Background: an optimization exercise with open tools, aiming at small area. Do not read the settings as production practice.
No activity file was given, so power comes from the tool's default toggle rates.

==> build 74: inputs <==
// dcupTop
module dcupTop (
  input  logic        CLK,
  input  logic        RST,
  input  logic        EN,
  input  logic        Start,
  output logic [7:0]  InstMemAddr,
  input  logic [15:0] Inst,
  output logic [7:0]  DataMemAddr,
  input  logic [15:0] DataIn,
  output logic        DataMemWE,
  output logic [15:0] DataOut,
  output logic        Running
);
clock: 4.5 ns
lec_check: 0
cap_margin: 20
core_margin: 2
core_utilization: 65
cts_buf_list: sky130_fd_sc_hd__clkbuf_4
slew_margin: 20
synth_hierarchical: 1
standard.sh (not shown) runs the stock make flow with config.mk's settings and CLKGATE_MAP_FILE= SYNTH_SCRIPT=/design/flow/synth_recipe.tcl, a recipe that flattens the netlist after the stock synthesis.
==> flow/flow/run.sh <==
#!/bin/bash
# Standard layout, with smaller port buffers, a clock tree without dummy
# loads, and power recovery (downsizing where slack allows) after global route.
set -euo pipefail
bash standard.sh \
  BUFFER_PORTS_ARGS="-buffer_cell sky130_fd_sc_hd__buf_1" \
  CTS_ARGS="-sink_clustering_enable -repair_clock_nets -buf_list sky130_fd_sc_hd__clkbuf_4 -dont_use_dummy_load" \
  RECOVER_POWER=100 \
  finish > make.log 2>&1
==> trial 16 (differences from build 74) <==
--- a/flow/design.v
+++ b/flow/design.v
@@ -23,21 +23,12 @@
 module c_a21oi (input logic a1, a2, b1, output logic y);
   assign y = ~((a1 & a2) | b1);
 endmodule
 module c_o21ai (input logic a1, a2, b1, output logic y);
   assign y = ~((a1 | a2) & b1);
 endmodule
-module c_o22ai (input logic a1, a2, b1, b2, output logic y);
-  assign y = ~((a1 | a2) & (b1 | b2));
-endmodule
-module c_a22oi (input logic a1, a2, b1, b2, output logic y);
-  assign y = ~((a1 & a2) | (b1 & b2));
-endmodule
-module c_a22o (input logic a1, a2, b1, b2, output logic y);
-  assign y = (a1 & a2) | (b1 & b2);
-endmodule
 `timescale 1ns/1ps
 module rd_bit (input logic [7:0] s, input logic [7:0] r, output logic y);
   logic t1, t2;
   c_a222oi g1 (.a1(s[0]), .a2(r[0]), .b1(s[1]), .b2(r[1]), .c1(s[2]), .c2(r[2]), .y(t1));
   c_a222oi g2 (.a1(s[3]), .a2(r[3]), .b1(s[4]), .b2(r[4]), .c1(s[5]), .c2(r[5]), .y(t2));
   assign y = ~(t1 & t2 & ~((s[6] & r[6]) | (s[7] & r[7])));
@@ -64,72 +55,51 @@
 module alu_odd (input logic a, b, cn, output logic pn, gn, c);
   c_xnor2 u_p (.a(a), .b(b), .y(pn));
   c_nand2 u_g (.a(a), .b(b), .y(gn));
   c_o21ai u_c (.a1(pn), .a2(cn), .b1(gn), .y(c));
 endmodule
 module res_t (input logic p, c, g, sh, mP, mC, mG, mS, output logic y);
-  logic pmn, tn;
-  c_nand2   u_p (.a(p), .b(mP), .y(pmn));
-  c_a222oi  u_t (.a1(c), .a2(mC), .b1(g), .b2(mG), .c1(sh), .c2(mS), .y(tn));
-  c_xor2    u_y (.a(pmn), .b(tn), .y(y));
-endmodule
-module res_n (input logic pn, cn, gn, sh, mPn, mCn, mGn, output logic y);
-  logic pm, t1, tn;
-  c_nor2  u_p (.a(pn), .b(mPn), .y(pm));
-  c_o22ai u_t (.a1(cn), .a2(mCn), .b1(gn), .b2(mGn), .y(t1));
-  c_nor2  u_s (.a(t1), .b(sh), .y(tn));
-  c_xnor2 u_y (.a(pm), .b(tn), .y(y));
-endmodule
-module sh_stage #(parameter int K = 1, parameter bit POL = 0) (
-  input  logic [15:0] x,
-  input  logic        l, r, n,
-  output logic [15:0] y
-);
-  for (genvar i = 0; i < 16; i++) begin : g_bit
-    if (i >= K && i + K <= 15) begin : g3
-      c_a222oi u (.a1(l), .a2(x[i-K]), .b1(r), .b2(x[i+K]), .c1(n), .c2(x[i]), .y(y[i]));
-    end else if (i >= K) begin : gl
-      if (POL == 0) begin : t
-        c_a22oi u (.a1(l), .a2(x[i-K]), .b1(n), .b2(x[i]), .y(y[i]));
-      end else begin : f
-        logic t;
-        c_a22o u1 (.a1(l), .a2(x[i-K]), .b1(n), .b2(x[i]), .y(t));
-        c_nor2 u2 (.a(r), .b(t), .y(y[i]));
-      end
-    end else begin : gr
-      if (POL == 0) begin : t
-        c_a22oi u (.a1(r), .a2(x[i+K]), .b1(n), .b2(x[i]), .y(y[i]));
-      end else begin : f
-        logic t;
-        c_a22o u1 (.a1(r), .a2(x[i+K]), .b1(n), .b2(x[i]), .y(t));
-        c_nor2 u2 (.a(l), .b(t), .y(y[i]));
-      end
-    end
-  end
+  assign y = (p & mP) ^ ((c & mC) | (g & mG) | (sh & mS));
+endmodule
+module res_n (input logic pn, cn, gn, sh, mPn, mCn, mGn, mS, output logic y);
+  assign y = ~(pn | mPn) ^ (~(cn | mCn) | ~(gn | mGn) | (sh & mS));
 endmodule
 module shifter16 (
   input  logic [15:0] a,
   input  logic [3:0]  s,
   input  logic        dir,
-  input  logic        en,
   output logic [15:0] y
 );
-  logic [15:0] un, v, wn;
-  logic [3:0]  l, r, n;
-  assign l[3] = en && s[3] && !dir;
-  assign r[3] = en && s[3] && dir;
-  assign n[3] = en && !s[3];
-  for (genvar k = 0; k < 3; k++) begin : g_sel
-    assign l[k] = s[k] && !dir;
-    assign r[k] = s[k] && dir;
-    assign n[k] = !s[k];
-  end
-  sh_stage #(.K(8), .POL(0)) u8 (.x(a),  .l(l[3]), .r(r[3]), .n(n[3]), .y(un));
-  sh_stage #(.K(4), .POL(1)) u4 (.x(un), .l(l[2]), .r(r[2]), .n(n[2]), .y(v));
-  sh_stage #(.K(2), .POL(0)) u2 (.x(v),  .l(l[1]), .r(r[1]), .n(n[1]), .y(wn));
-  sh_stage #(.K(1), .POL(1)) u1 (.x(wn), .l(l[0]), .r(r[0]), .n(n[0]), .y(y));
+  logic [15:0] un, v, wn, x, yn;
+  logic        s1n, s3n;
+  assign s1n = ~s[1];
+  assign s3n = ~s[3];
+  for (genvar i = 0; i < 16; i++) begin : g_bit
+    c_mux2i u_in (.a0(a[i]), .a1(a[15-i]), .s(dir), .y(un[i]));
+    if (i >= 1) begin : g1
+      c_mux2i u (.a0(un[i]), .a1(un[i-1]), .s(s[0]), .y(v[i]));
+    end else begin : g1z
+      c_nor2 u (.a(s[0]), .b(un[i]), .y(v[i]));
+    end
+    if (i >= 2) begin : g2
+      c_mux2i u (.a0(v[i]), .a1(v[i-2]), .s(s[1]), .y(wn[i]));
+    end else begin : g2z
+      c_nand2 u (.a(s1n), .b(v[i]), .y(wn[i]));
+    end
+    if (i >= 4) begin : g3
+      c_mux2i u (.a0(wn[i]), .a1(wn[i-4]), .s(s[2]), .y(x[i]));
+    end else begin : g3z
+      c_nor2 u (.a(s[2]), .b(wn[i]), .y(x[i]));
+    end
+    if (i >= 8) begin : g4
+      c_mux2i u (.a0(x[i]), .a1(x[i-8]), .s(s[3]), .y(yn[i]));
+    end else begin : g4z
+      c_nand2 u (.a(s3n), .b(x[i]), .y(yn[i]));
+    end
+    c_mux2i u_out (.a0(yn[i]), .a1(yn[15-i]), .s(dir), .y(y[i]));
+  end
 endmodule
 module alu16 (
   input  logic [15:0] a,
   input  logic [15:0] b,
   input  logic        cin,
   input  logic        mP, mC, mG, mS,    
@@ -141,20 +111,20 @@
   logic [15:0] sh;
   logic        mPn, mCn, mGn;
   assign c[0] = cin;
   assign mPn  = ~mP;
   assign mCn  = ~mC;
   assign mGn  = ~mG;
-  shifter16 u_sh (.a(a), .s(b[3:0]), .dir(dir), .en(mS), .y(sh));
+  shifter16 u_sh (.a(a), .s(b[3:0]), .dir(dir), .y(sh));
   for (genvar i = 0; i < 16; i++) begin : g_bit
     if (i % 2 == 0) begin : ev
       alu_even u_a (.a(a[i]), .b(b[i]), .c(c[i]), .p(p[i]), .g(g[i]), .cn(c[i+1]));
       res_t    u_r (.p(p[i]), .c(c[i]), .g(g[i]), .sh(sh[i]), .mP(mP), .mC(mC), .mG(mG), .mS(mS), .y(y[i]));
     end else begin : od
       alu_odd  u_a (.a(a[i]), .b(b[i]), .cn(c[i]), .pn(p[i]), .gn(g[i]), .c(c[i+1]));
-      res_n    u_r (.pn(p[i]), .cn(c[i]), .gn(g[i]), .sh(sh[i]), .mPn(mPn), .mCn(mCn), .mGn(mGn), .y(y[i]));
+      res_n    u_r (.pn(p[i]), .cn(c[i]), .gn(g[i]), .sh(sh[i]), .mPn(mPn), .mCn(mCn), .mGn(mGn), .mS(mS), .y(y[i]));
     end
   end
 endmodule
 `timescale 1ns/1ps
 module dcupTop (
   input  logic        CLK,
@@ -283,24 +253,31 @@
       2'd1:    opB[7:0]  = imm8;
       2'd2:    opB[3:0]  = imm8[3:0];
       2'd3:    opB[15:8] = imm8;
       default: ;
     endcase
   end
-  logic stepE;
-  assign stepE = running || clr;
-  always_ff @(posedge CLK) begin
-    if (stepE) eCls <= clr ? CNone : cls;
+  always_ff @(posedge CLK, posedge RST) begin
+    if (RST) begin
+      eCls     <= CNone;
+      eCin     <= 1'b0;
+      eA[7:0]  <= '0;
+      eB[7:0]  <= '0;
+    end else if (running) begin
+      eCls     <= cls;
+      eCin     <= sub;
+      eA[7:0]  <= opA[7:0];
+      eB[7:0]  <= opB[7:0];
+    end
   end
   always_ff @(posedge CLK) begin
     if (running) begin
-      eFn  <= fn;
-      eCin <= sub;
-      eA   <= opA;
-      eB   <= opB;
-      eIdx <= r1;
+      eFn       <= fn;
+      eA[15:8]  <= opA[15:8];
+      eB[15:8]  <= opB[15:8];
+      eIdx      <= r1;
     end
   end
   logic [15:0] res;
   alu16 u_alu (
     .a   (eA),
     .b   (eB),
@@ -311,20 +288,23 @@
     .mS  (eFn[2]),
     .dir (eFn[0]),
     .y   (res)
   );
   logic eFlag;
   assign eFlag = (eCls == CCmp) || (eCls == CAlu);
-  logic [7:0] resLo;
-  assign resLo = (eCls == CNone || clr) ? 8'h00 : res[7:0];
-  always_ff @(posedge CLK) begin
-    if ((running && eFlag) || clr) zeroFlag <= !clr && (res == 16'h0000);
-    if (stepE) begin
-      mTaken <= !clr && ((eCls == CJump) || (eCls == CBz && zeroFlag) || (eCls == CBnz && !zeroFlag));
-      mCls   <= clr ? 2'b00 : (eCls == CHalt) ? 2'b01 : (eCls == CLoad) ? 2'b11 : eCls[3] ? 2'b10 : 2'b00;
-      mR     <= resLo;
+  always_ff @(posedge CLK, posedge RST) begin
+    if (RST) begin
+      zeroFlag <= 1'b0;
+      mTaken   <= 1'b0;
+      mCls     <= 2'b00;
+      mR       <= '0;
+    end else if (running) begin
+      if (eFlag) zeroFlag <= (res == 16'h0000);
+      mTaken <= (eCls == CJump) || (eCls == CBz && zeroFlag) || (eCls == CBnz && !zeroFlag);
+      mCls   <= (eCls == CHalt) ? 2'b01 : (eCls == CLoad) ? 2'b11 : eCls[3] ? 2'b10 : 2'b00;
+      mR     <= res[7:0];
     end
   end
   always_ff @(posedge CLK, posedge RST) begin
     if (RST) mWe <= 1'b0;
     else     mWe <= running && (eCls == CStore);
   end
@@ -332,25 +312,29 @@
     if (running) begin
       mS[15:8] <= (eCls == CStore) ? eB[15:8] : res[15:8];
       mIdx     <= eIdx;
     end
     mS[7:0] <= eA[15:8];    
   end
+  always_ff @(posedge CLK, posedge RST) begin
+    if (RST) begin
+      wWr   <= 1'b0;
+      wHalt <= 1'b0;
+    end else begin
+      wWr   <= running && mCls[1];
+      wHalt <= running && (mCls == 2'b01);
+    end
+  end
   always_ff @(posedge CLK) begin
-    wWr   <= running && mCls[1];
-    wHalt <= running && (mCls == 2'b01);
     wIdx  <= mIdx;
-  end
-  always_ff @(posedge CLK, posedge RST) begin
-    if (RST) wData <= '0;
-    else     wData <= mCls[0] ? DataIn : {mS[15:8], mR};
+    wData <= mCls[0] ? DataIn : {mS[15:8], mR};
   end
   always_ff @(posedge CLK, posedge RST) begin
     if (RST) clr <= 1'b1;
     else     clr <= 1'b0;
   end
   always_ff @(posedge CLK) begin
     for (int i = 0; i < 8; i++) begin
-      if (clr || (running && wWr && wIdx == 3'(i))) regs[i] <= wData;
+      if (clr || (running && wWr && wIdx == 3'(i))) regs[i] <= clr ? 16'h0000 : wData;
     end
   end
 endmodule
==> flow/run.sh (new file) <==
#!/bin/bash
# synth_recipe.tcl (not shown) runs the flow's synth.tcl, then flattens the netlist and writes it again
# the make line also repeats each setting of config.mk as NAME=value (left out here)
make -C /OpenROAD-flow-scripts/flow DESIGN_CONFIG=/design/flow/config.mk WORK_HOME=/design/flow/orfs CLKGATE_MAP_FILE= SYNTH_SCRIPT=/design/flow/synth_recipe.tcl finish
removed: flow/flow/run.sh
removed: flow/standard.sh
==> run_results.csv <==
group,metric,value,unit
power,power_clock,1360,uW
flow_run,cap_violations,1,
run_status,so.violations,"max-capacitance violations, max-slew violations",
final_layout,multi_input_area_share,0.3531,
timing,maxSlewViolCount,25,
final_layout,seq_area_frac,0.5475,
power,p_int,3973,uW
synth,avgSynthCellArea,13.51,um^2
timing,period_minus_slack,4284,ps
run_status,status,"complete, but fails checks",
floorplan,n_tap_cell,229,
-- figures above: build 74

==> run_results.csv <==
group,metric,value,unit
final_layout,multi_input_area_share,0.3558,
timing,maxSlewViolCount,0,
power,power_clock,1960,uW
routing,via_per_inst,6.992,
floorplan,n_tap_cell,234,
synth,avgSynthCellArea,13.08,um^2
power,p_int,4797,uW
floorplan,die_h,140.8,um
timing,period_minus_slack,4072,ps
flow_run,cap_violations,0,
power,power.share.clock,0.275,
run_status,status,"no timing/DRC/antenna violations",
-- figures above: trial 16

Function was not checked in any run of this note: the RTL went through the layout flow alone.

-- afterwards: timing with drivers on the ports --
No port has a modelled driver above. Below, the same layouts with a new extraction and two added sets of constraints. Step 1, drivers: a clkbuf_16 drives CLK and a buf_2 each remaining input, both assumed. Step 2, shift: input delay + t, output delay - t, t = (earliest + latest rising clock arrival at the registers) / 2. This alone moves slack from input paths to output paths. Three values: ideal, step 1, step 2; two values: the first two.
| run | t (ns) | setup slack, ns | worst setup path after step 2 | slew at the worst register clock pin (ns) |
|---|---|---|---|---|
| build 74 | 0.718 | 0.216 / 0.216 / 0.216 | register to register | 0.07 / 0.07 |
| trial 16 | 0.735 | 0.428 / 0.428 / 0.428 | register to register | 0.08 / 0.08 |
